Background: an optimization exercise with open tools, aiming at small area. Do not read the settings as production practice.
In this exercise RTL edits were held to simulation tests only and were not proved equivalent to the original.
Power and IR drop assume default switching activity.

`run.sh`:
```
#!/bin/bash
# synth_recipe.tcl (not shown) runs the flow's synth.tcl, then flattens the netlist and writes it again
# the make line also repeats each setting of config.mk as NAME=value (left out here)
make -C /OpenROAD-flow-scripts/flow DESIGN_CONFIG=/design/flow/config.mk WORK_HOME=/design/flow/orfs CLKGATE_MAP_FILE= SYNTH_SCRIPT=/design/flow/synth_recipe.tcl finish
```
`config.mk`:
```
export PLATFORM = sky130hd
export DESIGN_NAME = procesador_multiciclo
export DESIGN_NICKNAME = procesador_multiciclo
export VERILOG_FILES = /design/flow/design.v
export SDC_FILE = /design/flow/constraint.sdc
export NUM_CORES = 4
export LEC_CHECK = 0
export CAP_MARGIN = 20
export CORE_MARGIN = 2
export CORE_UTILIZATION = 65
export CTS_BUF_LIST = sky130_fd_sc_hd__clkbuf_4
export SLEW_MARGIN = 20
```
`constraint.sdc`:
```
create_clock -name core_clock -period 6.5 [get_ports {clk}]
set_input_delay 1.3000 -clock core_clock [delete_from_list [all_inputs] [get_ports {clk}]]
set_output_delay 1.3000 -clock core_clock [all_outputs]
set_load 0.01 [all_outputs]
```
`design.v`:
```
package procesador_multiciclo_pkg;
   localparam logic [2:0] S_CLR    = 3'd0;
   localparam logic [2:0] S_FETCH  = 3'd1;
   localparam logic [2:0] S_ALIGN1 = 3'd2;
   localparam logic [2:0] S_EX1    = 3'd3;
   localparam logic [2:0] S_MEM    = 3'd4;
   localparam logic [2:0] S_ALIGN2 = 3'd5;
   localparam logic [2:0] S_EX2    = 3'd6;
   localparam logic [2:0] S_HALT   = 3'd7;
   localparam logic [3:0] C_ADD  = 4'd0;
   localparam logic [3:0] C_SUB  = 4'd1;
   localparam logic [3:0] C_AND  = 4'd2;
   localparam logic [3:0] C_OR   = 4'd3;
   localparam logic [3:0] C_SLT  = 4'd4;
   localparam logic [3:0] C_ADDI = 4'd5;
   localparam logic [3:0] C_LW   = 4'd6;
   localparam logic [3:0] C_SW   = 4'd7;
   localparam logic [3:0] C_BEQ  = 4'd8;
   localparam logic [3:0] C_J    = 4'd9;
   localparam logic [3:0] C_ILL  = 4'd10;
   localparam logic [5:0] OP_RTYPE = 6'h00;
   localparam logic [5:0] OP_ADDI  = 6'h08;
   localparam logic [5:0] OP_LW    = 6'h23;
   localparam logic [5:0] OP_SW    = 6'h2B;
   localparam logic [5:0] OP_BEQ   = 6'h04;
   localparam logic [5:0] OP_J     = 6'h02;
   localparam logic [5:0] FN_ADD = 6'h20;
   localparam logic [5:0] FN_SUB = 6'h22;
   localparam logic [5:0] FN_AND = 6'h24;
   localparam logic [5:0] FN_OR  = 6'h25;
   localparam logic [5:0] FN_SLT = 6'h2A;
   function automatic logic [3:0] decode(input logic [5:0] op, input logic [5:0] fn);
      case (op)
         OP_RTYPE: begin
            case (fn)
               FN_ADD:  decode = C_ADD;
               FN_SUB:  decode = C_SUB;
               FN_AND:  decode = C_AND;
               FN_OR:   decode = C_OR;
               FN_SLT:  decode = C_SLT;
               default: decode = C_ILL;
            endcase
         end
         OP_ADDI: decode = C_ADDI;
         OP_LW:   decode = C_LW;
         OP_SW:   decode = C_SW;
         OP_BEQ:  decode = C_BEQ;
         OP_J:    decode = C_J;
         default: decode = C_ILL;
      endcase
   endfunction
endpackage
module banco_reg_param #(
   parameter int DW = 32
) (
   input  logic          clk,
   input  logic [4:0]    ra1,
   input  logic [4:0]    ra2,
   output logic          rd1,
   output logic          rd2,
   input  logic [31:1]   we,
   input  logic          wd
);
   logic [31:0] lsb;
   assign lsb[0] = 1'b0;
   for (genvar r = 1; r < 32; r++) begin : g_reg
      logic [DW-1:0] q;
      always_ff @(posedge clk) q <= {we[r] ? wd : q[0], q[DW-1:1]};
      assign lsb[r] = q[0];
   end
   assign rd1 = lsb[ra1];
   assign rd2 = lsb[ra2];
endmodule
module procesador_multiciclo #(
   parameter int            DW       = 32,
   parameter int            AW       = 8,
   parameter logic [AW-1:0] RESET_PC = '0
) (
   input  logic          clk,
   input  logic          rst_n,
   output logic          mem_req,
   output logic          mem_we,
   output logic [AW-1:0] mem_addr,
   output logic [DW-1:0] mem_wdata,
   input  logic [DW-1:0] mem_rdata,
   input  logic          mem_ack,
   output logic          halted,
   output logic [AW-1:0] pc_dbg
);
   logic [2:0]    state, state_nx;
   logic [3:0]    cls;
   logic [4:0]    cnt;           
   logic [AW-3:0] pcw;           
   logic          pc_c;          
   logic [AW-1:0] addr;          
   logic [31:0]   dr;            
   logic [4:0]    rsq, rtq;      
   logic          c;             
   logic          f;             
   wire ex1   = (state == procesador_multiciclo_pkg::S_EX1);
   wire ex2   = (state == procesador_multiciclo_pkg::S_EX2);
   wire last  = (cnt == 5'd31);
   wire first = (cnt == 5'd0);
   wire is_r   = (cls == procesador_multiciclo_pkg::C_ADD) || (cls == procesador_multiciclo_pkg::C_SUB) || (cls == procesador_multiciclo_pkg::C_AND) ||
                 (cls == procesador_multiciclo_pkg::C_OR)  || (cls == procesador_multiciclo_pkg::C_SLT);
   wire is_imm = (cls == procesador_multiciclo_pkg::C_ADDI) || (cls == procesador_multiciclo_pkg::C_LW) || (cls == procesador_multiciclo_pkg::C_SW);
   wire inv    = (cls == procesador_multiciclo_pkg::C_SUB) || (cls == procesador_multiciclo_pkg::C_SLT) || (cls == procesador_multiciclo_pkg::C_BEQ);
   wire w1     = (cls == procesador_multiciclo_pkg::C_ADD) || (cls == procesador_multiciclo_pkg::C_SUB) || (cls == procesador_multiciclo_pkg::C_AND) ||
                 (cls == procesador_multiciclo_pkg::C_OR)  || (cls == procesador_multiciclo_pkg::C_ADDI);
   wire two    = (cls == procesador_multiciclo_pkg::C_SLT) || (cls == procesador_multiciclo_pkg::C_BEQ);   
   logic        ra, rb, wbit, wen;
   logic [4:0]  wa;
   logic [31:1] we;
   assign wa = is_r ? dr[15:11] : rtq;
   always_comb begin
      for (int r = 1; r < 32; r++)
         we[r] = (state == procesador_multiciclo_pkg::S_CLR) || (wen && wa == 5'(r));
   end
   banco_reg_param #(.DW(DW)) u_rf (
      .clk (clk),
      .ra1 (rsq),
      .ra2 (rtq),
      .rd1 (ra),
      .rd2 (rb),
      .we  (we),
      .wd  (wbit)
   );
   wire opb  = is_imm ? dr[0] : rb;
   wire opbx = opb ^ inv;
   wire cin  = first ? inv : c;
   wire sum  = ra ^ opbx ^ cin;
   wire cout = (ra & opbx) | (ra & cin) | (opbx & cin);
   always_comb begin
      wen  = 1'b0;
      wbit = 1'b0;
      if (ex1) begin
         wen = w1;
         case (cls)
            procesador_multiciclo_pkg::C_AND:   wbit = ra & rb;
            procesador_multiciclo_pkg::C_OR:    wbit = ra | rb;
            default: wbit = sum;
         endcase
      end else if (ex2) begin
         wen  = (cls == procesador_multiciclo_pkg::C_LW) || (cls == procesador_multiciclo_pkg::C_SLT);
         wbit = (cls == procesador_multiciclo_pkg::C_LW) ? dr[0] : (f & first);
      end
   end
   wire pc_upd = (cnt < 5'd6) && ((ex1 && cls != procesador_multiciclo_pkg::C_BEQ) || (ex2 && cls == procesador_multiciclo_pkg::C_BEQ));
   wire pc_add = ex2 & f & dr[0];
   wire pc_ci  = first | pc_c;
   wire pc_nb  = (cls == procesador_multiciclo_pkg::C_J) ? dr[0] : (pcw[0] ^ pc_add ^ pc_ci);
   wire fetch_now = last && ((state == procesador_multiciclo_pkg::S_CLR) ||
                             (ex1 && !two && cls != procesador_multiciclo_pkg::C_LW && cls != procesador_multiciclo_pkg::C_SW && cls != procesador_multiciclo_pkg::C_ILL) ||
                             ex2);
   wire fetching  = fetch_now || (state == procesador_multiciclo_pkg::S_FETCH);
   wire got_instr = fetching && mem_ack;
   assign mem_req   = fetching || (state == procesador_multiciclo_pkg::S_MEM);
   assign mem_we    = (state == procesador_multiciclo_pkg::S_MEM) && (cls == procesador_multiciclo_pkg::C_SW);
   assign mem_addr  = (state == procesador_multiciclo_pkg::S_MEM) ? addr : {pcw, 2'b00};
   assign mem_wdata = dr;
   assign halted    = (state == procesador_multiciclo_pkg::S_HALT);
   assign pc_dbg    = {pcw, 2'b00};
   always_comb begin
      state_nx = state;
      case (state)
         procesador_multiciclo_pkg::S_CLR:    if (last) state_nx = mem_ack ? procesador_multiciclo_pkg::S_EX1 : procesador_multiciclo_pkg::S_FETCH;
         procesador_multiciclo_pkg::S_FETCH:  if (mem_ack) state_nx = last ? procesador_multiciclo_pkg::S_EX1 : procesador_multiciclo_pkg::S_ALIGN1;
         procesador_multiciclo_pkg::S_ALIGN1: if (last) state_nx = procesador_multiciclo_pkg::S_EX1;
         procesador_multiciclo_pkg::S_EX1: begin
            if (cls == procesador_multiciclo_pkg::C_LW) begin
               if (cnt == 5'd7) state_nx = procesador_multiciclo_pkg::S_MEM;
            end else if (cls == procesador_multiciclo_pkg::C_ILL) begin
               if (cnt == 5'd5) state_nx = procesador_multiciclo_pkg::S_HALT;
            end else if (last) begin
               if (cls == procesador_multiciclo_pkg::C_SW) state_nx = procesador_multiciclo_pkg::S_MEM;
               else if (two)    state_nx = procesador_multiciclo_pkg::S_EX2;
               else             state_nx = mem_ack ? procesador_multiciclo_pkg::S_EX1 : procesador_multiciclo_pkg::S_FETCH;
            end
         end
         procesador_multiciclo_pkg::S_MEM: if (mem_ack) begin
            if (cls == procesador_multiciclo_pkg::C_SW) state_nx = procesador_multiciclo_pkg::S_FETCH;
            else             state_nx = last ? procesador_multiciclo_pkg::S_EX2 : procesador_multiciclo_pkg::S_ALIGN2;
         end
         procesador_multiciclo_pkg::S_ALIGN2: if (last) state_nx = procesador_multiciclo_pkg::S_EX2;
         procesador_multiciclo_pkg::S_EX2:    if (last) state_nx = mem_ack ? procesador_multiciclo_pkg::S_EX1 : procesador_multiciclo_pkg::S_FETCH;
         default:  state_nx = procesador_multiciclo_pkg::S_HALT;
      endcase
   end
   wire dr_ld = got_instr || ((state == procesador_multiciclo_pkg::S_MEM) && mem_ack && cls == procesador_multiciclo_pkg::C_LW);
   wire dr_sh = (ex1 && (cls == procesador_multiciclo_pkg::C_SW || ((cls == procesador_multiciclo_pkg::C_ADDI || cls == procesador_multiciclo_pkg::C_LW || cls == procesador_multiciclo_pkg::C_J) && cnt < 5'd15))) ||
                (ex2 && (cls == procesador_multiciclo_pkg::C_LW || cls == procesador_multiciclo_pkg::C_BEQ));
   always_ff @(posedge clk or negedge rst_n) begin
      if (!rst_n) begin
         state <= procesador_multiciclo_pkg::S_CLR;
         cnt   <= '0;
         pcw   <= RESET_PC[AW-1:2];
      end else begin
         state <= state_nx;
         cnt   <= cnt + 5'd1;
         if (pc_upd) pcw <= {pc_nb, pcw[AW-3:1]};
      end
   end
   always_ff @(posedge clk) begin
      if (dr_ld)      dr <= mem_rdata;
      else if (dr_sh) dr <= {rb, dr[31:1]};
      if (got_instr) begin
         cls <= procesador_multiciclo_pkg::decode(mem_rdata[31:26], mem_rdata[5:0]);
         rsq <= mem_rdata[25:21];
         rtq <= mem_rdata[20:16];
      end
      if (ex1 && cnt < 5'd8) addr <= {sum, addr[AW-1:1]};
      if (pc_upd) pc_c <= (pcw[0] & pc_add) | (pcw[0] & pc_ci) | (pc_add & pc_ci);
      if (ex1) begin
         c <= cout;
         if (cls == procesador_multiciclo_pkg::C_SLT) f <= (ra ^ rb) ? ra : sum;
         else              f <= (first | f) & ~sum;
      end
   end
endmodule
```
==> results of run 1 <==
where the power goes:
| part | switching, mW | internal, mW |
|---|---|---|
| registers | 0.0296 | 6.58 |
| clock network | 2.32 | 2.48 |
| logic | 0.0841 | 0.0997 |
| total | 2.44 | 9.16 |
registers in the layout, summed over array words and instances, names as in the netlist:
name / flops
u_rf.g.q: 992
dr: 32
addr: 8
pcw: 6
cnt: 5
rsq: 5
rtq: 5
cls: 4
state: 3
c: 1
f: 1
pc_c: 1
through the flow:
step,instance area [um2],hold slack (ns)
after floorplan,25000,0.310
after global placement,26300,0.310
after detailed placement,26300,0.312
after CTS,29000,0.256
after global routing,29100,0.288
final,29100,0.280
path summary, 6_finish.rpt:
kind | cells past startpoint | slack (ns) | to
min in group asynchronous | 1 | 0.81 | pcw[4]
hold reg to reg | 0 | 0.28 | u_rf.g_reg[20].q[28]
setup reg to reg | 12 | 1.94 | u_rf.g_reg[5].q[31]
hold / removal | 0 | 0.28 | u_rf.g_reg[20].q[28]
setup / recovery | 12 | 1.94 | u_rf.g_reg[5].q[31]
max in group asynchronous | 1 | 5.26 | state[0]
kinds of logic after synthesis:
family / count (synthesis) / synth area share, %
buffers and inverters: 53 / 1.16
flip-flops: 1063 / 87.8
AND/OR/NAND/NOR: 117 / 2.55
XOR/XNOR: 2 / 0.0702
adder cells (fa/ha/maj): 10 / 0.542
other: 1 / 0.0150
AO/OA/AOI/OAI: 99 / 2.44
multiplexers: 109 / 5.38
per-layer routing:
metal | GRT usage (%) | routed length, um | share of wire, %
met3 | 6.65 | 1580 | 3.9
met2 | 33.9 | 19800 | 49
met5 | 0 | 25 | 0.062
met1 | 26.4 | 18100 | 45
met4 | 9.71 | 793 | 2.0
worst max-delay path, stage by stage (launching register included):
cell       delay [ns]
edfxtp_1         0.67
mux2_2           0.41
a221oi_1         0.31
a2111oi_0        0.13
nor4bb_2         0.71
nand4b_1         0.19
a221o_1          0.38
fa_1             0.58
a21oi_1          0.05
a311o_1          0.35
o311ai_2         0.09
buf_4            0.35
mux2_2           0.23
area by class of cell:
class / instances / area [um2]
inverters: 18 / 67.6
multi-input cells: 339 / 2800
repair buffers: 87 / 901
flip-flops and latches: 1063 / 21900
clock inverters: 49 / 388
well taps: 511 / 639
clock buffers: 318 / 2390
diodes: 1 / 2.50
fillers: 2072 / 8650
cell usage in the layout, fill, tap and decap left out, types with 11 or more instances in the layout:
cell	netlist	final
o21ai_0	42	42
clkinv_1	1	26
dfxtp_1	992	992
dfrtp_1	14	14
clkdlybuf4s50_1	0	83
nand2_1	27	27
nand3_1	15	14
mux2i_1	19	19
mux2_2	78	78
mux4_2	11	11
inv_1	17	17
edfxtp_1	57	57
nor2_1	23	23
clkbuf_4	0	318
a21oi_1	14	14
==> flow_metrics.py, run 1 <==
metrics = {
    "detailed_routing": {
        "wire_per_inst_um": 16.9,
        "first_pass_iters": 5,
        "drtAntennaViolNets": 0,
        "wirelength_um": 40300,
        "drt_iter0_markers": 467,
        "drc": 0,
        "viasPerCell": 4.66,
        "num_vias": 11100,
    },
    "run": {
        "drv_cap": 0,
    },
    "critical_path": {
        "start_kind": "register",
        "critical_path_class": "reg2reg",
        "cp_data_arrival_time_ns": 5.35,
        "worstSetupStartpoint": "rtq[1]",
        "cp_max_fo": 31,
        "worstPathRequired_ns": 7.29,
        "r2r_start": "rtq[1]",
        "crit_path_end_kind": "register",
    },
    "outcome": {
        "outcome": "finished clean",
    },
    "synthesis": {
        "synth.cell_area_um2": 25000,
        "synth_most_common_cell": "dfxtp_1",
        "synthArstFlopShare_pct": 1.32,
        "yosysSeqAreaShare_pct": 87.8,
        "yosysUniqueCellTypes": 68,
        "synth_top_area_share_pct": 79.6,
        "synth_top_cell_by_area": "dfxtp_1",
        "synth-edff-count": 57,
        "yosys_warnings": 2,
        "syn_area_per_cell_um2": 17.2,
        "synthTopCellsByCount": "dfxtp_1, mux2_2, edfxtp_1",
        "synth_cells": 1454,
        "synth-main-ff-cell": "dfxtp_1",
        "yosys-top-cells-area": "dfxtp_1, edfxtp_1, mux2_2, dfrtp_1, mux4_2",
        "synth_seq_cells": 1063,
    },
    "sta": {
        "worst_pin_slew_ns": 0.972,
        "hold_violations": 0,
        "final-setup-viol-count": 0,
        "period_minus_slack_ns": 4.56,
        "max_freq_ghz": 0.219,
        "skew_ns": 0.0619,
        "max_slew_margin_pct": 34.9,
        "rsz0062_at_grt": "no",
        "period_share_pct": 70.2,
        "setup_slack_ns": 1.94,
        "finalSetupTns_ns": 0,
        "slew_violations": 0,
    },
    "floorplanning": {
        "initial_core_util_pct": 66.1,
        "io_pins": 86,
        "rows": 71,
        "core_um2": 37800,
        "die_h_um": 200,
        "die_area_um2": 40000,
        "die_w_um": 200,
    },
    "placed_design": {
        "hpwl_um": 21800,
        "gp_congestion": 0.867,
        "place_inst": 2016,
        "io_buffers": 83,
        "dp_slack_ns": 1.69,
    },
    "hold_path": {
        "hp-class": "reg2reg",
        "hp-start": "u_rf.g_reg[20].q[29]",
    },
    "finish": {
        "nNetsFinal": 1773,
        "synthToLayoutAreaGrowth_pct": 16.6,
        "layout.core_utilization_pct": 77.1,
        "layout.cells.non_filler": 2386,
        "layout-drive-gt1-share_pct": 23.8,
    },
    "clocking": {
        "clk_latency_ns": 0.91,
        "cts_root_buf": "clkbuf_4",
        "clk_path_buf_depth": 3,
        "cts_resized": 0,
        "cts.clk_slew.worst_paths_ns": 0.07,
        "holdBufCountCts": 0,
        "cts_tree": "yes",
        "htreeDepth": 4,
        "cts_buffers": 221,
        "clock_sinks": 1063,
        "postCtsSetupRepairBufs": 0,
    },
    "power": {
        "peakVddDrop_uv": 313,
        "leakage_nw": 11.8,
        "p_per_area_nw_per_um2": 398,
        "total_power_mw": 11.6,
    },
    "global_route": {
        "grt_overflow_total": 0,
        "antenna_found_initial": 10,
        "first_global_vias": 12000,
        "grt_max_degree": 34,
        "grt_pass1_wl_um": 63200,
        "grt_usage_pct": 21.2,
    },
}
==> run 2, diff against run 1 <==
--- a/config.mk
+++ b/config.mk
@@ -7,6 +7,6 @@
 export LEC_CHECK = 0
 export CAP_MARGIN = 20
 export CORE_MARGIN = 2
-export CORE_UTILIZATION = 65
+export CORE_UTILIZATION = 40
 export CTS_BUF_LIST = sky130_fd_sc_hd__clkbuf_4
 export SLEW_MARGIN = 20
==> run 2 against run 1 <==
  * Sequential power hardly changed
  * Total power is 0.69% higher
  * Setup slack worse by 0.17 ns
  * Count of clock-buffer cells in the layout is 27 higher
  * Sequential share of layout area is 1.6 points lower
  * Maximum frequency is 3.6% lower
  * Clock skew is 0.0081 ns lower
  * Critical path depth is 6 lower
  * Global-route usage is 8.8 points lower
  * Combinational power is 3% higher
  * First-iteration DRC count is 6.4% lower
  * Worst hold slack better by 0.0039 ns
  * Highest routed layer is now met4
==> flow_metrics.py, run 2 <==
metrics = {
    "critical_path": {
        "rrSetupSlack_ns": 2.17,
        "crit_path_end_kind": "output port",
        "start_kind": "register",
        "crit_top_cell": "ha_1",
        "cp.buffers_inverters": 1,
        "cp_slowest_stage_delay_ns": 0.63,
        "critical_path_class": "reg2out",
        "cp_data_arrival_time_ns": 3.43,
        "worstPathCellList": "ha_1, and3_1, ha_1, o21ai_0, a221oi_1, clkdlybuf4s50_1",
        "reg2reg_depth": 13,
        "crit_slowest_cell": "clkdlybuf4s50_1",
        "worstPathRequired_ns": 5.20,
        "r2r_start": "rtq[0]",
        "cp_max_fo": 12,
        "r2r-end": "u_rf.g_reg[14].q[31]",
        "cp_top_family": "adder cells",
    },
    "synthesis": {
        "syn_area_per_cell_um2": 17.2,
        "synth-edff-count": 57,
        "synth_most_common_cell": "dfxtp_1",
        "synth_cells": 1454,
        "synth_top_area_share_pct": 79.6,
        "synth-main-ff-cell": "dfxtp_1",
        "yosys-top-cells-area": "dfxtp_1, edfxtp_1, mux2_2, dfrtp_1, mux4_2",
        "synth_top_cell_by_area": "dfxtp_1",
        "synth.cell_area_um2": 25000,
        "yosysSeqAreaShare_pct": 87.8,
        "synthTopCellsByCount": "dfxtp_1, mux2_2, edfxtp_1",
        "yosys_warnings": 2,
        "yosysUniqueCellTypes": 68,
        "synth_seq_cells": 1063,
        "synthArstFlopShare_pct": 1.32,
    },
    "finish": {
        "layout-drive-gt1-share_pct": 24.7,
        "largest_reg_flops": 992,
        "nNetsFinal": 1782,
        "final_cell_mix": "dfxtp_1, clkbuf_4, clkdlybuf4s50_1",
        "layout_commonest_cell": "dfxtp_1",
        "reg_top3": "u_rf.g.q x992, dr x32, addr x8",
        "regMostFlops": "u_rf.g.q",
        "synthToLayoutAreaGrowth_pct": 19.1,
    },
    "detailed_routing": {
        "viasPerCell": 4.04,
        "wire_per_inst_um": 13.7,
        "first_pass_iters": 4,
        "drc": 0,
        "wirelength_um": 37700,
        "drtAntennaViolNets": 0,
        "drt_iter0_markers": 437,
        "num_vias": 11100,
    },
    "sta": {
        "period_minus_slack_ns": 4.73,
        "final-setup-viol-count": 0,
        "hold_violations": 0,
        "slew_violations": 0,
        "finalSetupTns_ns": 0,
        "max_freq_ghz": 0.211,
        "max_slew_margin_pct": 39.2,
        "period_share_pct": 72.8,
        "rsz0062_at_grt": "no",
        "hold_ws_ns": 0.284,
        "skew_ns": 0.0538,
        "worst_pin_slew_ns": 0.908,
    },
    "global_route": {
        "grt_usage_pct": 12.4,
        "grt_pass1_wl_um": 61100,
        "antenna_found_initial": 4,
        "grt_overflow_total": 0,
        "grt_max_degree": 34,
        "first_global_vias": 11900,
    },
    "run": {
        "drv_cap": 0,
    },
    "power": {
        "peakVddDrop_uv": 241,
        "leakage_nw": 11.9,
        "p_per_area_nw_per_um2": 393,
    },
    "placed_design": {
        "io_buffers": 83,
        "gp_congestion": 0.771,
        "hpwl_um": 22000,
    },
    "clocking": {
        "postCtsSetupRepairBufs": 0,
        "holdBufCountCts": 0,
        "htreeDepth": 4,
        "cts.clk_slew.worst_paths_ns": 0.07,
        "cts_root_buf": "clkbuf_4",
        "clock_sinks": 1063,
        "cts_buffers": 228,
        "clk_path_buf_depth": 3,
        "cts_tree": "yes",
        "cts_resized": 0,
        "clk_latency_ns": 1.01,
    },
    "hold_path": {
        "hold-path-endpoint": "u_rf.g_reg[31].q[7]",
        "holdPathStages": 0,
        "hp-start": "u_rf.g_reg[31].q[8]",
        "hp-class": "reg2reg",
    },
    "floorplanning": {
        "io_pins": 86,
        "core_um2": 61700,
        "rows": 91,
        "die_h_um": 254,
        "die_area_um2": 64400,
        "initial_core_util_pct": 40.4,
        "die_w_um": 254,
    },
    "outcome": {
        "outcome": "finished clean",
    },
}
## run 2: cell counts after synthesis
Identical to the previous run, type by type.
## run 2: how the worst max path moves through the flow
stage | startpoint | end | slack, ns | cells past startpoint
after floorplan | rtq[0] | u_rf.g_reg[10].q[31] | 2.98 | 14
after global placement | rtq[1] | u_rf.g_reg[13].q[31] | 2.34 | 13
after detailed placement | rtq[1] | u_rf.g_reg[15].q[31] | 2.20 | 13
after CTS | cnt[0] | mem_req | 1.57 | 6
after global routing | cnt[0] | mem_req | 1.52 | 6
final | cnt[0] | mem_req | 1.77 | 6
## run 2: stage by stage
step | instance area, um2 | std cells | utilization [%] | power (mW) | worst slack (ns)
after detailed placement | 26700 | 2344 | 43.2 | 6.95 | 2.20
after floorplan | 25000 | 1455 | - | 6.85 | 2.98
after CTS | 29600 | 2741 | 48.0 | 11.9 | 1.57
after global routing | 29700 | 2749 | 48.2 | 12.3 | 1.52
after global placement | 26700 | 2343 | 43.2 | 6.94 | 2.34
final | 29700 | 2751 | 48.2 | 11.7 | 1.77
## run 2: layer usage
layer	wire, um	GRT usage [%]	vias up
met4	933	7.39	0
met5	0	0	-
met1	18500	15.9	5308
met3	1630	4.21	68
li1	-	-	5553
met2	16600	18.0	196
## run 2: logic make-up after synthesis
kind of cell / synth area share, %
compound gates: 2.44
xor+xnor: 0.0702
fa+ha+maj: 0.542
buf+inv: 1.16
flops: 87.8
mux: 5.38
other cells: 0.0150
simple gates: 2.55
## run 2: where the power goes
part | internal, mW | leakage, nW | switching, mW | total (mW)
Sequential | 6.58 | 8.67 | 0.0310 | 6.61
Combinational | 0.0997 | 1.46 | 0.0889 | 0.189
Clock | 2.55 | 1.76 | 2.32 | 4.87
## run 2: area by class of cell
class	instances	area [um2]
Antenna cell	8	20.0
Clock buffer	345	2590
Multi-Input combinational cell	339	2800
Timing Repair Buffer	89	913
Tap cell	837	1050
Sequential cell	1063	21900
Fill cell	5297	32000
Inverter	18	67.6
Clock inverter	52	370
==> run 3, diff against run 2 <==
--- a/config.mk
+++ b/config.mk
@@ -8,5 +8,6 @@
 export CAP_MARGIN = 20
 export CORE_MARGIN = 2
 export CORE_UTILIZATION = 40
-export CTS_BUF_LIST = sky130_fd_sc_hd__clkbuf_4
+export CTS_CLUSTER_DIAMETER = 50
+export CTS_CLUSTER_SIZE = 40
 export SLEW_MARGIN = 20
==> run 3 against run 2 <==
  * Still clean
  * Synthesized cell count did not move
  * Sequential power hardly changed
  * Cell area is 2.8% lower
  * Total power fell by 5.8%
  * Utilization decreased by 1.4 points
  * Non-clock buffer count did not move
  * Worst hold slack better by 0.020 ns
==> flow_metrics.py, run 3 <==
metrics = {
    "outcome": {
        "outcome": "finished clean",
    },
    "critical_path": {
        "worstPathRequired_ns": 5.20,
        "cp_data_arrival_time_ns": 3.03,
        "crit_slowest_cell": "clkdlybuf4s50_1",
        "crit_path_end_kind": "output port",
        "rrSetupSlack_ns": 2.17,
        "crit_top_cell": "ha_1",
        "reg2reg_depth": 13,
        "r2r_start": "rtq[1]",
        "cp_max_fo": 12,
        "worstPathCellList": "ha_1, and3_1, ha_1, o21ai_0, a221oi_1, clkdlybuf4s50_1",
        "r2r-end": "u_rf.g_reg[10].q[31]",
        "start_kind": "register",
        "cp_slowest_stage_delay_ns": 0.62,
        "critical_path_class": "reg2out",
    },
    "synthesis": {
        "synthArstFlopShare_pct": 1.32,
        "yosysSeqAreaShare_pct": 87.8,
        "synth_top_cell_by_area": "dfxtp_1",
        "synth_most_common_cell": "dfxtp_1",
        "synthTopCellsByCount": "dfxtp_1, mux2_2, edfxtp_1",
        "synth_top_area_share_pct": 79.6,
        "synth.cell_area_um2": 25000,
        "synth-main-ff-cell": "dfxtp_1",
        "synth_cells": 1454,
        "synth_seq_cells": 1063,
        "synth-edff-count": 57,
        "syn_area_per_cell_um2": 17.2,
        "yosysUniqueCellTypes": 68,
        "yosys-top-cells-area": "dfxtp_1, edfxtp_1, mux2_2, dfrtp_1, mux4_2",
        "yosys_warnings": 2,
    },
    "sta": {
        "worst_pin_slew_ns": 0.873,
        "rsz0062_at_grt": "no",
        "max_slew_margin_pct": 41.5,
        "period_minus_slack_ns": 4.33,
        "skew_ns": 0.0406,
        "final-setup-viol-count": 0,
        "max_freq_ghz": 0.231,
        "finalSetupTns_ns": 0,
        "slew_violations": 0,
        "hold_ws_ns": 0.303,
        "hold_violations": 0,
        "period_share_pct": 66.6,
    },
    "floorplanning": {
        "initial_core_util_pct": 40.4,
        "io_pins": 86,
        "core_um2": 61700,
        "die_area_um2": 64400,
        "die_w_um": 254,
        "rows": 91,
        "die_h_um": 254,
    },
    "detailed_routing": {
        "viasPerCell": 4.11,
        "wire_per_inst_um": 14.5,
        "num_vias": 10000,
        "drt_iter0_markers": 535,
        "drtAntennaViolNets": 0,
        "drc": 0,
        "wirelength_um": 35500,
        "first_pass_iters": 4,
    },
    "clocking": {
        "cts_root_buf": "clkbuf_16",
        "postCtsSetupRepairBufs": 0,
        "clk_path_buf_depth": 3,
        "holdBufCountCts": 0,
        "cts_resized": 0,
        "cts.clk_slew.worst_paths_ns": 0.12,
        "clk_latency_ns": 0.63,
        "cts_buffers": 52,
        "cts_tree": "yes",
        "htreeDepth": 2,
        "clock_sinks": 1063,
    },
    "placed_design": {
        "gp_congestion": 0.771,
        "io_buffers": 83,
        "hpwl_um": 22000,
    },
    "finish": {
        "largest_reg_flops": 992,
        "regMostFlops": "u_rf.g.q",
        "nNetsFinal": 1606,
        "synthToLayoutAreaGrowth_pct": 15.8,
        "layout.core_utilization_pct": 46.8,
        "reg_top3": "u_rf.g.q x992, dr x32, addr x8",
        "layout_commonest_cell": "dfxtp_1",
        "final_cell_mix": "dfxtp_1, clkdlybuf4s50_1, mux2_2",
        "layout-drive-gt1-share_pct": 12.6,
    },
    "hold_path": {
        "hp-class": "reg2reg",
        "holdPathStages": 0,
        "hp-start": "u_rf.g_reg[30].q[2]",
        "hold-path-endpoint": "u_rf.g_reg[30].q[1]",
    },
    "global_route": {
        "grt_max_degree": 41,
        "grt_usage_pct": 11.2,
        "first_global_vias": 10100,
        "grt_pass1_wl_um": 56400,
        "grt_overflow_total": 0,
        "antenna_found_initial": 2,
    },
    "power": {
        "total_power_mw": 11.0,
        "p_per_area_nw_per_um2": 381,
        "leakage_nw": 11.1,
        "peakVddDrop_uv": 332,
    },
    "run": {
        "drv_cap": 0,
    },
}
## run 3: area by class of cell
type | instances | area (um2)
well taps | 837 | 1050
diodes | 2 | 5.00
clock inverters | 43 | 813
inverters | 18 | 67.6
multi-input cells | 339 | 2800
repair buffers | 89 | 913
flip-flops and latches | 1063 | 21900
clock buffers | 53 | 1330
fillers | 5257 | 32800
## run 3: metal layers
layer  vias to the layer above  global-route usage, %  share of wire [%]
met4                         0                   3.73                2.1
met3                        53                   2.43                3.9
met2                       127                   16.8                 43
li1                       5024                      -                  -
met1                      4834                   16.1                 51
met5                         -                      0                  0
## run 3: kinds of logic (layout without fill, tap and decap cells)
group / Yosys count / count (layout) / share of synthesized area, %
AOI/OAI and AO/OA: 99 / 99 / 2.44
DFF: 1063 / 1063 / 87.8
xor gates and xnor gates: 2 / 2 / 0.0702
other: 1 / 4 / 0.0150
and+or+nand+nor: 117 / 117 / 2.55
buffers and inverters: 53 / 203 / 1.16
muxes: 109 / 109 / 5.38
adders and majority gates: 10 / 10 / 0.542
## run 3: worst max path at each step
stage	from	end	slack [ns]
CTS	cnt[0]	mem_req	2.10
global route	rtq[1]	u_rf.g_reg[10].q[31]	1.93
finish	cnt[0]	mem_req	2.17
global placement	rtq[1]	u_rf.g_reg[13].q[31]	2.34
detailed placement	rtq[1]	u_rf.g_reg[15].q[31]	2.20
floorplan	rtq[0]	u_rf.g_reg[10].q[31]	2.98
## run 3: power by group
part	switching, mW	internal (mW)	leakage (nW)
registers	0.0314	6.58	8.67
clock network	2.42	1.77	1.02
logic	0.0893	0.0998	1.46
total	2.55	8.46	11.1
## run 3: through the flow
step / std cells / worst slack, ns / instance area, um2
2_1_floorplan: 1455 / 2.98 / 25000
3_3_place_gp: 2343 / 2.34 / 26700
3_5_place_dp: 2344 / 2.20 / 26700
4_1_cts: 2440 / 2.10 / 28800
5_1_grt: 2442 / 1.93 / 28900
6_report: 2444 / 2.17 / 28900
## run 3: critical path, delay by kind of cell (launching register included)
kind	cells	cell delay, ns
buffers and inverters	1	0.62
flip-flops	1	0.43
AND/OR/NAND/NOR	1	0.17
AO/OA/AOI/OAI	2	0.56
adder cells (fa/ha/maj)	2	0.64
==> run 4, diff against run 3 <==
--- a/config.mk
+++ b/config.mk
@@ -8,6 +8,7 @@
 export CAP_MARGIN = 20
 export CORE_MARGIN = 2
 export CORE_UTILIZATION = 40
-export CTS_CLUSTER_DIAMETER = 50
-export CTS_CLUSTER_SIZE = 40
+export CTS_BUF_LIST = sky130_fd_sc_hd__clkbuf_8
+export CTS_CLUSTER_DIAMETER = 60
+export CTS_CLUSTER_SIZE = 22
 export SLEW_MARGIN = 20
==> run 4 against run 3 <==
  * Still clean
  * Clock skew fell by 0.019 ns
  * Synthesized cell count did not move
  * Utilization fell by 1.9 points
  * Total power fell by 13%
  * First-iteration DRC count rose by 3.7%
==> flow_metrics.py, run 4 <==
metrics = {
    "power": {
        "leakage_nw": 10.7,
        "combPwrFrac_pct": 2.0,
        "pwr-share-seq_pct": 69.4,
        "p_int_mw": 7.57,
        "peakVddDrop_uv": 230,
        "p_clk_share_pct": 28.6,
        "netSwitchingFraction_pct": 20.5,
        "p_per_area_nw_per_um2": 344,
        "p_switching_mw": 1.96,
    },
    "sta": {
        "max_freq_ghz": 0.225,
        "max_slew_margin_pct": 38.0,
        "hold_violations": 0,
        "hold_ws_ns": 0.321,
        "setup_slack_ns": 2.05,
        "finalSetupTns_ns": 0,
        "rsz0062_at_grt": "no",
        "worst_pin_slew_ns": 0.925,
        "final-setup-viol-count": 0,
        "skew_ns": 0.0217,
        "period_minus_slack_ns": 4.45,
        "slew_violations": 0,
        "period_share_pct": 68.5,
    },
    "synthesis": {
        "syn_area_per_cell_um2": 17.2,
        "synth_seq_cells": 1063,
        "synthTopCellsByCount": "dfxtp_1, mux2_2, edfxtp_1",
        "synth.cell_area_um2": 25000,
        "synth-edff-count": 57,
        "synth_most_common_cell": "dfxtp_1",
        "synthArstFlopShare_pct": 1.32,
        "yosys_warnings": 2,
        "yosysSeqAreaShare_pct": 87.8,
        "synth_top_cell_by_area": "dfxtp_1",
        "synth-main-ff-cell": "dfxtp_1",
        "synth_top_area_share_pct": 79.6,
        "yosys-top-cells-area": "dfxtp_1, edfxtp_1, mux2_2, dfrtp_1, mux4_2",
        "synth_cells": 1454,
        "yosysUniqueCellTypes": 68,
    },
    "detailed_routing": {
        "viasPerCell": 4.13,
        "num_vias": 9990,
        "first_pass_iters": 4,
        "wirelength_um": 35300,
        "drt_iter0_markers": 555,
        "drtAntennaViolNets": 0,
        "wire_per_inst_um": 14.6,
        "drc": 0,
    },
    "critical_path": {
        "worstPathCellList": "ha_1, and3_1, ha_1, o21ai_0, a221oi_1, clkdlybuf4s50_1",
        "crit_path_end_kind": "output port",
        "cp_slowest_stage_delay_ns": 0.63,
        "crit_top_cell": "ha_1",
        "rrSetupSlack_ns": 2.19,
        "worstPathRequired_ns": 5.20,
        "critical_path_class": "reg2out",
        "cp_data_arrival_time_ns": 3.15,
        "start_kind": "register",
        "cp_top_family": "adder cells",
        "cp_max_fo": 12,
        "cp.buffers_inverters": 1,
        "crit_slowest_cell": "clkdlybuf4s50_1",
    },
    "floorplanning": {
        "rows": 91,
        "core_um2": 61700,
        "die_area_um2": 64400,
        "initial_core_util_pct": 40.4,
        "die_h_um": 254,
        "die_w_um": 254,
        "io_pins": 86,
    },
    "finish": {
        "final_cell_mix": "dfxtp_1, clkdlybuf4s50_1, mux2_2",
        "nNetsFinal": 1612,
        "design_area_um2": 27700,
        "largest_reg_flops": 992,
        "synthToLayoutAreaGrowth_pct": 11.1,
        "regMostFlops": "u_rf.g.q",
        "layout_commonest_cell": "dfxtp_1",
        "layout.core_utilization_pct": 44.9,
        "layout-drive-gt1-share_pct": 11.1,
        "antennaDiodeCount": 0,
        "reg_top3": "u_rf.g.q x992, dr x32, addr x8",
    },
    "clocking": {
        "clk_path_buf_depth": 3,
        "htreeDepth": 2,
        "cts_resized": 0,
        "cts_root_buf": "clkbuf_8",
        "holdBufCountCts": 0,
        "clk_latency_ns": 0.69,
        "clock_sinks": 1063,
        "cts.clk_slew.worst_paths_ns": 0.11,
        "cts_tree": "yes",
        "postCtsSetupRepairBufs": 0,
        "cts_buffers": 58,
    },
    "hold_path": {
        "hp-class": "reg2reg",
    },
    "global_route": {
        "grt_usage_pct": 11.2,
        "first_global_vias": 10100,
        "grt_overflow_total": 0,
        "grt_max_degree": 34,
        "antenna_found_initial": 3,
        "grt_pass1_wl_um": 56400,
    },
    "outcome": {
        "outcome": "finished clean",
    },
    "placed_design": {
        "gp_congestion": 0.771,
        "dp_slack_ns": 2.20,
        "io_buffers": 83,
        "placed_cell_area_um2": 26700,
        "hpwl_um": 22000,
    },
    "run": {
        "drv_cap": 0,
    },
}
run 4: kinds of logic (layout without fill, tap and decap cells):
group	count (synthesis)	in the layout	share of synthesized area, %
AO/OA/AOI/OAI	99	99	2.44
XOR/XNOR	2	2	0.0702
adder cells (fa/ha/maj)	10	10	0.542
buffers and inverters	53	181	1.16
flip-flops	1063	1063	87.8
multiplexers	109	109	5.38
other	1	2	0.0150
AND/OR/NAND/NOR	117	117	2.55
run 4: final cells by class:
type | instances | area (um2)
clock buffers | 60 | 826
inverters | 18 | 67.6
fillers | 5376 | 34000
repair buffers | 89 | 913
clock inverters | 14 | 158
flip-flops and latches | 1063 | 21900
well taps | 837 | 1050
multi-input cells | 339 | 2800
run 4: path summary, 6_finish.rpt:
| path | startpoint | end | depth (start not counted) |
|---|---|---|---|
| min in group asynchronous | rst_n | state[1] | 1 |
| max | cnt[0] | mem_req | 6 |
| max in group asynchronous | rst_n | cnt[1] | 1 |
| min | u_rf.g_reg[15].q[21] | u_rf.g_reg[15].q[20] | 0 |
| min reg2reg | u_rf.g_reg[15].q[21] | u_rf.g_reg[15].q[20] | 0 |
| max reg2reg | rtq[1] | u_rf.g_reg[10].q[31] | 13 |
run 4: power by group through the flow:
stage	clock network (mW)	registers (mW)	logic, mW
2_1_floorplan	0	6.74	0.108
3_3_place_gp	0	6.76	0.183
3_5_place_dp	0	6.76	0.187
4_1_cts	2.86	6.61	0.188
5_1_grt	3.10	6.62	0.206
6_report	2.72	6.61	0.189
run 4: layer usage:
layer  track usage (%)  vias up  share of wire [%]
met5                 0        -                  0
met4              3.98        0                2.6
met3              2.46       65                4.2
met2              16.9      132                 43
met1              15.9     4808                 51
li1                  -     4985                  -
run 4: worst reg2reg max path: stages (launching register included):
cell and delay (ns):
edfxtp_1 0.72, mux2_2 0.40, a221oi_1 0.27, a2111oi_0 0.11, nor4bb_1 0.38, buf_4 0.21
nand4b_1 0.11, a221o_1 0.35, fa_1 0.58, a21oi_1 0.06, a311o_1 0.35, o311ai_2 0.10
buf_4 0.37, mux2_2 0.25
run 4: per-stage QoR:
step	total power, mW	instances
global route	9.93	2420
floorplan	6.85	1455
CTS	9.67	2418
global placement	6.94	2343
finish	9.53	2420
detailed placement	6.95	2344
==> run 5, diff against run 4 <==
--- a/config.mk
+++ b/config.mk
@@ -8,7 +8,6 @@
 export CAP_MARGIN = 20
 export CORE_MARGIN = 2
 export CORE_UTILIZATION = 40
-export CTS_BUF_LIST = sky130_fd_sc_hd__clkbuf_8
 export CTS_CLUSTER_DIAMETER = 60
-export CTS_CLUSTER_SIZE = 22
+export CTS_CLUSTER_SIZE = 30
 export SLEW_MARGIN = 20
==> run 5 against run 4 <==
  * Still clean
  * Maximum frequency rose by 2.6%
  * Wire length rose by 0.30%
  * Utilization rose by 0.89 points
  * Sequential cell count did not move
  * First-iteration DRC count rose by 7.4%
  * Setup slack improved by 0.11 ns
  * Sequential share of layout area fell by 1.5 points
  * Non-clock buffer count did not move
  * Critical path depth did not move
  * Cell area rose by 2.0%
  * Critical path type unchanged
  * Largest cell class unchanged
==> flow_metrics.py, run 5 <==
metrics = {
    "clocking": {
        "clk_path_buf_depth": 3,
        "clk_latency_ns": 0.61,
        "holdBufCountCts": 0,
        "cts_resized": 0,
        "cts_buffers": 47,
        "htreeDepth": 2,
        "postCtsSetupRepairBufs": 0,
        "clock_sinks": 1063,
        "cts_root_buf": "clkbuf_16",
        "cts.clk_slew.worst_paths_ns": 0.10,
        "cts_tree": "yes",
    },
    "synthesis": {
        "yosysUniqueCellTypes": 68,
        "synth_top_cell_by_area": "dfxtp_1",
        "yosysSeqAreaShare_pct": 87.8,
        "syn_area_per_cell_um2": 17.2,
        "synth_top_area_share_pct": 79.6,
        "synth_most_common_cell": "dfxtp_1",
        "yosys_warnings": 2,
        "synth-edff-count": 57,
        "synthTopCellsByCount": "dfxtp_1, mux2_2, edfxtp_1",
        "synth_cells": 1454,
        "synth_seq_cells": 1063,
        "synthArstFlopShare_pct": 1.32,
        "yosys-top-cells-area": "dfxtp_1, edfxtp_1, mux2_2, dfrtp_1, mux4_2",
        "synth.cell_area_um2": 25000,
        "synth-main-ff-cell": "dfxtp_1",
    },
    "power": {
        "p_switching_mw": 2.10,
        "combPwrFrac_pct": 1.8,
        "netSwitchingFraction_pct": 20.4,
        "peakVddDrop_uv": 272,
        "pwr-share-seq_pct": 64.1,
        "p_per_area_nw_per_um2": 365,
        "total_power_mw": 10.3,
        "leakage_nw": 10.9,
        "p_int_mw": 8.21,
        "p_clk_share_pct": 34.1,
    },
    "sta": {
        "finalSetupTns_ns": 0,
        "final-setup-viol-count": 0,
        "max_freq_ghz": 0.230,
        "setup_slack_ns": 2.16,
        "max_slew_margin_pct": 40.9,
        "skew_ns": 0.0235,
        "period_share_pct": 66.8,
        "worst_pin_slew_ns": 0.882,
        "period_minus_slack_ns": 4.34,
        "rsz0062_at_grt": "no",
        "hold_ws_ns": 0.321,
        "slew_violations": 0,
        "hold_violations": 0,
    },
    "run": {
        "drv_cap": 0,
    },
    "floorplanning": {
        "rows": 91,
        "initial_core_util_pct": 40.4,
        "die_h_um": 254,
        "core_um2": 61700,
        "die_w_um": 254,
        "die_area_um2": 64400,
        "io_pins": 86,
    },
    "placed_design": {
        "hpwl_um": 22000,
        "io_buffers": 83,
        "dp_slack_ns": 2.20,
        "place_inst": 2344,
        "placed_cell_area_um2": 26700,
        "gp_congestion": 0.771,
    },
    "detailed_routing": {
        "wirelength_um": 35400,
        "drt_iter0_markers": 596,
        "drtAntennaViolNets": 0,
        "viasPerCell": 4.12,
        "wire_per_inst_um": 14.7,
        "num_vias": 9952,
        "drc": 0,
        "first_pass_iters": 4,
    },
    "global_route": {
        "first_global_vias": 9988,
        "grt_overflow_total": 0,
        "grt_max_degree": 34,
        "grt_pass1_wl_um": 56100,
        "grt_usage_pct": 11.2,
        "antenna_found_initial": 2,
    },
    "critical_path": {
        "crit_slowest_cell": "clkdlybuf4s50_1",
        "start_kind": "register",
        "cp_data_arrival_time_ns": 3.04,
        "cp_top_family": "adder cells",
        "worstPathRequired_ns": 5.20,
        "cp_max_fo": 12,
        "worstPathCellList": "ha_1, and3_1, ha_1, o21ai_0, a221oi_1, clkdlybuf4s50_1",
        "crit_top_cell": "ha_1",
        "cp.buffers_inverters": 1,
        "critical_path_class": "reg2out",
        "crit_path_end_kind": "output port",
        "cp_slowest_stage_delay_ns": 0.63,
    },
    "finish": {
        "reg_top3": "u_rf.g.q x992, dr x32, addr x8",
        "largest_reg_flops": 992,
        "layout.cells.non_filler": 2414,
        "final_cell_mix": "dfxtp_1, clkdlybuf4s50_1, mux2_2",
        "layout-drive-gt1-share_pct": 10.9,
        "fillCellCount": 5330,
        "synthToLayoutAreaGrowth_pct": 13.3,
        "nNetsFinal": 1601,
        "layout.core_utilization_pct": 45.8,
        "design_area_um2": 28300,
        "layout_commonest_cell": "dfxtp_1",
        "regMostFlops": "u_rf.g.q",
    },
    "hold_path": {
        "hp-class": "reg2reg",
    },
    "outcome": {
        "outcome": "finished clean",
    },
}
[run 5: changes by cell type in the layout (fill, tap and decap cells not counted), moves of 2 or more]
cell,previous run,this run
clkbuf_16,0,50
clkbuf_8,60,1
inv_16,2,8
inv_1,21,17
inv_8,4,0
diode_2,0,2
[run 5: worst register-to-register path, cell delays in order, from the launching register on]
cell,delay (ns)
edfxtp_1,0.70
mux2_2,0.40
a221oi_1,0.27
a2111oi_0,0.11
nor4bb_1,0.40
buf_4,0.22
nand4b_1,0.11
a221o_1,0.35
fa_1,0.58
a21oi_1,0.06
a311o_1,0.36
o311ai_2,0.10
buf_4,0.38
mux2_2,0.25
[run 5: power groups by stage]
| stage | Sequential (mW) | Clock, mW | Combinational (mW) |
|---|---|---|---|
| 3_3_place_gp | 6.76 | 0 | 0.183 |
| 3_5_place_dp | 6.76 | 0 | 0.187 |
| 5_1_grt | 6.62 | 3.88 | 0.205 |
| 4_1_cts | 6.61 | 3.64 | 0.188 |
| 6_report | 6.61 | 3.51 | 0.188 |
| 2_1_floorplan | 6.74 | 0 | 0.108 |
[run 5: area by class of cell]
type	count	area, um2	share of cell area (%)
Sequential cell	1063	21900	77.5
Timing Repair Buffer	89	901	3.19
Multi-Input combinational cell	339	2800	9.89
Antenna cell	2	5.00	0.0177
Clock inverter	14	270	0.956
Tap cell	837	1050	3.70
Inverter	18	67.6	0.239
Clock buffer	52	1270	4.49
[run 5: kinds of logic (layout without fill, tap and decap cells)]
logic type	Yosys count	after routing	synth area share, %
flops	1063	1063	87.8
simple gates	117	117	2.55
mux	109	109	5.38
compound gates	99	99	2.44
buf+inv	53	173	1.16
fa+ha+maj	10	10	0.542
xor+xnor	2	2	0.0702
other cells	1	4	0.0150
[run 5: layer usage]
| layer | GRT usage (%) | up-vias | wire (um) |
|---|---|---|---|
| met4 | 3.61 | 0 | 840 |
| met1 | 16.0 | 4801 | 18200 |
| met3 | 2.38 | 57 | 1300 |
| li1 | - | 4975 | - |
| met2 | 16.9 | 119 | 15000 |
| met5 | 0 | - | 0 |
[run 5: final timing paths]
check	to	cells past startpoint	start	slack, ns
worst max-delay path	mem_req	6	cnt[0]	2.16
worst min-delay path	u_rf.g_reg[15].q[15]	0	u_rf.g_reg[15].q[16]	0.32
worst max register to register	u_rf.g_reg[30].q[31]	13	rtq[1]	2.18
worst min register to register	u_rf.g_reg[15].q[15]	0	u_rf.g_reg[15].q[16]	0.32
max in group asynchronous	cnt[2]	1	rst_n	4.99
min in group asynchronous	pcw[1]	1	rst_n	1.10
==> run 6, diff against run 5 <==
--- a/config.mk
+++ b/config.mk
@@ -8,6 +8,4 @@
 export CAP_MARGIN = 20
 export CORE_MARGIN = 2
 export CORE_UTILIZATION = 40
-export CTS_CLUSTER_DIAMETER = 60
-export CTS_CLUSTER_SIZE = 30
 export SLEW_MARGIN = 20
==> run 6 against run 5 <==
  * Still clean
  * Register-to-register slack better by 0.03 ns
  * Cell area up 5.0%
  * Die area unchanged
  * Count of clock-buffer cells in the layout grew 76
  * Non-clock buffer count is the same
  * Setup slack worse by 0.047 ns
  * Utilization up 2.3 points
  * Wire length rose by 3.9%
==> flow_metrics.py, run 6 <==
metrics = {
    "sta": {
        "rsz0062_at_grt": "no",
        "max_freq_ghz": 0.228,
        "max_slew_margin_pct": 40.3,
        "hold_violations": 0,
        "period_minus_slack_ns": 4.39,
        "period_share_pct": 67.5,
        "final-setup-viol-count": 0,
        "setup_slack_ns": 2.11,
        "slew_violations": 0,
        "finalSetupTns_ns": 0,
        "worst_pin_slew_ns": 0.892,
        "skew_ns": 0.0184,
    },
    "hold_path": {
        "hp-class": "reg2reg",
    },
    "clocking": {
        "cts_resized": 0,
        "clk_path_buf_depth": 3,
        "cts_root_buf": "clkbuf_16",
        "clock_sinks": 1063,
        "clk_latency_ns": 0.63,
        "cts_buffers": 91,
        "holdBufCountCts": 0,
        "cts.clk_slew.worst_paths_ns": 0.06,
        "htreeDepth": 3,
        "postCtsSetupRepairBufs": 0,
        "cts_tree": "yes",
    },
    "synthesis": {
        "yosys_warnings": 2,
        "synth_seq_cells": 1063,
        "yosysSeqAreaShare_pct": 87.8,
        "yosysUniqueCellTypes": 68,
        "synth_most_common_cell": "dfxtp_1",
        "synth_top_cell_by_area": "dfxtp_1",
        "syn_area_per_cell_um2": 17.2,
        "yosys-top-cells-area": "dfxtp_1, edfxtp_1, mux2_2, dfrtp_1, mux4_2",
        "synth_cells": 1454,
        "synth-main-ff-cell": "dfxtp_1",
        "synth_top_area_share_pct": 79.6,
        "synthTopCellsByCount": "dfxtp_1, mux2_2, edfxtp_1",
        "synthArstFlopShare_pct": 1.32,
        "synth-edff-count": 57,
        "synth.cell_area_um2": 25000,
    },
    "detailed_routing": {
        "drt_iter0_markers": 405,
        "viasPerCell": 4.11,
        "wire_per_inst_um": 14.6,
        "num_vias": 10300,
        "drc": 0,
        "wirelength_um": 36800,
        "first_pass_iters": 4,
        "drtAntennaViolNets": 0,
    },
    "floorplanning": {
        "rows": 91,
        "die_w_um": 254,
        "die_h_um": 254,
        "io_pins": 86,
        "die_area_um2": 64400,
        "initial_core_util_pct": 40.4,
        "core_um2": 61700,
    },
    "global_route": {
        "grt_max_degree": 34,
        "grt_usage_pct": 11.8,
        "antenna_found_initial": 2,
        "grt_pass1_wl_um": 58800,
        "first_global_vias": 10700,
        "grt_overflow_total": 0,
    },
    "finish": {
        "nNetsFinal": 1645,
        "regMostFlops": "u_rf.g.q",
        "fillCellCount": 5192,
        "largest_reg_flops": 992,
        "synthToLayoutAreaGrowth_pct": 19.0,
        "layout-drive-gt1-share_pct": 15.1,
        "reg_top3": "u_rf.g.q x992, dr x32, addr x8",
        "layout_commonest_cell": "dfxtp_1",
        "final_cell_mix": "dfxtp_1, clkbuf_16, clkdlybuf4s50_1",
    },
    "outcome": {
        "outcome": "finished clean",
    },
    "placed_design": {
        "io_buffers": 83,
        "dp_slack_ns": 2.20,
        "hpwl_um": 22000,
        "gp_congestion": 0.771,
    },
    "run": {
        "drv_cap": 0,
    },
    "critical_path": {
        "worstPathRequired_ns": 5.20,
        "crit_path_end_kind": "output port",
        "cp_data_arrival_time_ns": 3.09,
        "cp_max_fo": 12,
        "critical_path_class": "reg2out",
        "start_kind": "register",
    },
    "power": {
        "peakVddDrop_uv": 313,
        "leakage_nw": 11.6,
        "p_per_area_nw_per_um2": 403,
    },
}
run 6: power breakdown:
group,switching [mW],total (mW),internal (mW)
clock,2.27,5.17,2.90
sequential,0.0310,6.62,6.58
combinational,0.0898,0.190,0.0998
total,2.40,12.0,9.58
run 6: cells by family after synthesis:
group                      after synthesis  synth area share [%]
other                                    1                0.0150
muxes                                  109                  5.38
xor gates and xnor gates                 2                0.0702
AOI/OAI and AO/OA                       99                  2.44
buffers and inverters                   53                  1.16
adders and majority gates               10                 0.542
and+or+nand+nor                        117                  2.55
DFF                                   1063                  87.8
run 6: worst max-delay path, stage by stage, from the launching register on:
cell             delay, ns
dfrtp_1               0.42
ha_1                  0.24
and3_1                0.17
ha_1                  0.41
o21ai_0               0.16
a221oi_1              0.42
clkdlybuf4s50_1       0.63
run 6: final timing paths:
check,from,endpoint,slack (ns),cells after the start
setup / recovery,cnt[0],mem_req,2.11,6
hold / removal,u_rf.g_reg[16].q[27],u_rf.g_reg[16].q[26],0.31,0
setup reg to reg,rtq[1],u_rf.g_reg[15].q[31],2.21,13
hold reg to reg,u_rf.g_reg[16].q[27],u_rf.g_reg[16].q[26],0.31,0
max in group asynchronous,rst_n,cnt[1],5.02,1
min in group asynchronous,rst_n,pcw[1],1.07,1
run 6: cell type report:
type | instances | area, um2 | share of cell area [%]
sequential | 1063 | 21900 | 73.8
multi-input combinational | 339 | 2800 | 9.41
antenna | 3 | 7.51 | 0.0253
clock inverter | 40 | 352 | 1.18
clock buffer | 128 | 2600 | 8.74
inverter | 18 | 67.6 | 0.227
timing repair buffer | 89 | 913 | 3.08
tap | 837 | 1050 | 3.53
run 6: metal layers:
layer  track usage, %  share of wire (%)  up-vias
met4             4.44                2.7        0
met5                0                  0        -
met2             17.7                 43      158
met3             3.42                4.3       83
met1             16.3                 50     4979
li1                 -                  -     5125
run 6: per-stage QoR:
step                      hold WS, ns  power, mW  utilization [%]  instances  area, um2
after floorplan                 0.310       6.85                -       1455      25000
after global placement          0.310       6.94             43.2       2343      26700
after detailed placement        0.312       6.95             43.2       2344      26700
after CTS                       0.307       12.1             48.0       2512      29600
after global routing            0.314       12.4             48.1       2514      29700
final                           0.312       12.0             48.1       2517      29700
==> run 7, diff against run 6 <==
--- a/config.mk
+++ b/config.mk
@@ -8,4 +8,7 @@
 export CAP_MARGIN = 20
 export CORE_MARGIN = 2
 export CORE_UTILIZATION = 40
+export CTS_BUF_LIST = sky130_fd_sc_hd__clkbuf_16
+export CTS_CLUSTER_DIAMETER = 80
+export CTS_CLUSTER_SIZE = 35
 export SLEW_MARGIN = 20
==> run 7 against run 6 <==
  * Still clean on timing, DRC and antenna
  * Worst hold slack better by 0.014 ns
  * Cell area is 6.3% lower
  * Final cell count is 4.7% lower
  * Critical path depth stayed put
  * Clock skew is 0.0093 ns higher
  * Largest power group unchanged
==> flow_metrics.py, run 7 <==
metrics = {
    "floorplanning": {
        "rows": 91,
        "die_h_um": 254,
        "die_area_um2": 64400,
        "initial_core_util_pct": 40.4,
        "core_um2": 61700,
        "die_w_um": 254,
        "io_pins": 86,
    },
    "critical_path": {
        "cp_top_family": "adder cells",
        "cp_max_fo": 12,
        "r2r-end": "u_rf.g_reg[18].q[31]",
        "worstPathCellList": "ha_1, and3_1, ha_1, o21ai_0, a221oi_1, clkdlybuf4s50_1",
        "crit_slowest_cell": "clkdlybuf4s50_1",
        "start_kind": "register",
        "worstPathRequired_ns": 5.20,
        "rrSetupSlack_ns": 2.20,
        "critical_path_class": "reg2out",
        "r2r_start": "rtq[1]",
        "cp_slowest_stage_delay_ns": 0.63,
        "crit_top_cell": "ha_1",
        "worstSetupStartpoint": "cnt[0]",
        "crit_path_end_kind": "output port",
        "cp.buffers_inverters": 1,
        "cp_data_arrival_time_ns": 3.05,
        "reg2reg_depth": 13,
    },
    "finish": {
        "largest_reg_flops": 992,
        "fillCellCount": 5382,
        "reg_top3": "u_rf.g.q x992, dr x32, addr x8",
        "layout-drive-gt1-share_pct": 9.81,
        "synthToLayoutAreaGrowth_pct": 11.6,
        "layout_commonest_cell": "dfxtp_1",
        "regMostFlops": "u_rf.g.q",
        "nNetsFinal": 1592,
        "final_cell_mix": "dfxtp_1, clkdlybuf4s50_1, mux2_2",
    },
    "clocking": {
        "cts.clk_slew.worst_paths_ns": 0.12,
        "clock_sinks": 1063,
        "cts_tree": "yes",
        "clk_path_buf_depth": 3,
        "postCtsSetupRepairBufs": 0,
        "htreeDepth": 2,
        "clk_latency_ns": 0.59,
        "cts_root_buf": "clkbuf_16",
        "holdBufCountCts": 0,
        "cts_buffers": 38,
        "cts_resized": 0,
    },
    "sta": {
        "finalSetupTns_ns": 0,
        "skew_ns": 0.0277,
        "final-setup-viol-count": 0,
        "rsz0062_at_grt": "no",
        "period_minus_slack_ns": 4.35,
        "period_share_pct": 66.9,
        "max_slew_margin_pct": 41.9,
        "max_freq_ghz": 0.230,
        "worst_pin_slew_ns": 0.868,
        "slew_violations": 0,
        "hold_violations": 0,
    },
    "synthesis": {
        "synth-edff-count": 57,
        "syn_area_per_cell_um2": 17.2,
        "yosys-top-cells-area": "dfxtp_1, edfxtp_1, mux2_2, dfrtp_1, mux4_2",
        "synth_top_cell_by_area": "dfxtp_1",
        "yosysUniqueCellTypes": 68,
        "synthTopCellsByCount": "dfxtp_1, mux2_2, edfxtp_1",
        "yosys_warnings": 2,
        "synthArstFlopShare_pct": 1.32,
        "synth_seq_cells": 1063,
        "synth_top_area_share_pct": 79.6,
        "synth_cells": 1454,
        "synth-main-ff-cell": "dfxtp_1",
        "synth.cell_area_um2": 25000,
        "synth_most_common_cell": "dfxtp_1",
        "yosysSeqAreaShare_pct": 87.8,
    },
    "placed_design": {
        "gp_congestion": 0.771,
        "io_buffers": 83,
        "hpwl_um": 22000,
    },
    "detailed_routing": {
        "first_pass_iters": 4,
        "wl_met1_um": 18100,
        "wire_per_inst_um": 14.6,
        "routed.top_layer": "met4",
        "drtAntennaViolNets": 0,
        "drc": 0,
        "wl_met2_um": 14800,
        "wirelength_um": 35100,
        "num_vias": 9925,
        "drt_iter0_markers": 500,
        "viasPerCell": 4.14,
        "routed-wl-met3_um": 1090,
    },
    "hold_path": {
        "hp-class": "reg2reg",
        "holdPathStages": 0,
        "hp-start": "u_rf.g_reg[19].q[4]",
        "hold-path-endpoint": "u_rf.g_reg[19].q[3]",
    },
    "global_route": {
        "grt_pass1_wl_um": 55500,
        "antenna_found_initial": 1,
        "grt_usage_pct": 11.1,
        "first_global_vias": 9958,
        "grt_max_degree": 37,
        "grt_overflow_total": 0,
    },
    "power": {
        "peakVddDrop_uv": 227,
        "total_power_mw": 9.75,
        "p_per_area_nw_per_um2": 350,
        "leakage_nw": 10.7,
    },
    "outcome": {
        "outcome": "finished clean",
    },
    "run": {
        "drv_cap": 0,
    },
}
==> run 7: report_power, final <==
group | switching (mW) | total [mW] | internal (mW)
clock | 1.81 | 2.95 | 1.14
combinational | 0.0898 | 0.189 | 0.0989
sequential | 0.0309 | 6.61 | 6.58
==> run 7: per-stage QoR <==
step | instance area (um2) | cells | hold WS, ns | util (%) | setup slack, ns
3_5_place_dp | 26700 | 2344 | 0.312 | 43.2 | 2.20
3_3_place_gp | 26700 | 2343 | 0.310 | 43.2 | 2.34
6_report | 27800 | 2398 | 0.326 | 45.1 | 2.15
4_1_cts | 27800 | 2394 | 0.331 | 45.0 | 2.10
2_1_floorplan | 25000 | 1455 | 0.310 | - | 2.98
5_1_grt | 27800 | 2396 | 0.330 | 45.1 | 1.96
==> run 7: worst max-delay path by stage <==
stage / cells after the start / slack, ns / end
after floorplan: 14 / 2.98 / u_rf.g_reg[10].q[31]
after global placement: 13 / 2.34 / u_rf.g_reg[13].q[31]
after detailed placement: 13 / 2.20 / u_rf.g_reg[15].q[31]
after CTS: 6 / 2.10 / mem_req
after global routing: 13 / 1.96 / u_rf.g_reg[18].q[31]
final: 6 / 2.15 / mem_req
==> run 7: logic make-up (layout without fill, tap and decap cells) <==
family / after synthesis / in the layout / synth area share, %
compound gates: 99 / 99 / 2.44
xor+xnor: 2 / 2 / 0.0702
fa+ha+maj: 10 / 10 / 0.542
buf+inv: 53 / 157 / 1.16
flops: 1063 / 1063 / 87.8
mux: 109 / 109 / 5.38
other cells: 1 / 4 / 0.0150
simple gates: 117 / 117 / 2.55
==> run 7: layer usage <==
layer,GRT usage [%],up-vias
met1,15.9,4803
li1,-,4948
met2,16.8,111
met4,3.88,0
met5,0,-
met3,1.99,63
==> run 7: cell type report <==
class                           instances  area, um2  area share (%)
Antenna cell                            2       5.00          0.0180
Inverter                               18       67.6           0.243
Multi-Input combinational cell        339       2800            10.0
Clock buffer                           39        976            3.51
Timing Repair Buffer                   89        901            3.24
Sequential cell                      1063      21900            78.7
Clock inverter                         11        130           0.467
Tap cell                              837       1050            3.76

## afterwards: timing with drivers on the ports
How much do the figures lean on ideal ports? The routed layouts below were timed once more, with nothing changed but the port constraints.
Step 1 sets driving cells, clkbuf_16 on the clock port and buf_2 on the other inputs (assumed; they add their load-dependent delay and slew).
Step 2 moves the port delays by t, midway between the first and last clock arrival at a register: inputs arrive t later, outputs are due t later. That takes back most of the time a late clock gives input paths.
Slacks: ideal ports / drivers / drivers and shift; pairs: ideal ports / drivers.
run	shift t [ns]	setup slack, ns	worst hold slack (ns)	latest minus earliest clock arrival (ns)
run 1	0.923	1.937 / 1.900 / 1.937	0.280 / 0.280 / 0.280	0.066 / 0.065
run 2	1.036	1.767 / 1.712 / 2.175	0.284 / 0.284 / 0.284	0.070 / 0.070
run 3	0.665	2.168 / 2.112 / 2.170	0.303 / 0.303 / 0.303	0.044 / 0.043
run 4	0.720	2.046 / 1.996 / 2.192	0.321 / 0.321 / 0.321	0.033 / 0.033
run 5	0.653	2.158 / 2.102 / 2.181	0.321 / 0.321 / 0.321	0.024 / 0.024
run 6	0.679	2.111 / 2.055 / 2.208	0.312 / 0.312 / 0.312	0.025 / 0.025
run 7	0.632	2.155 / 2.098 / 2.196	0.326 / 0.326 / 0.326	0.027 / 0.028
After both steps setup and hold are still met in every run listed.
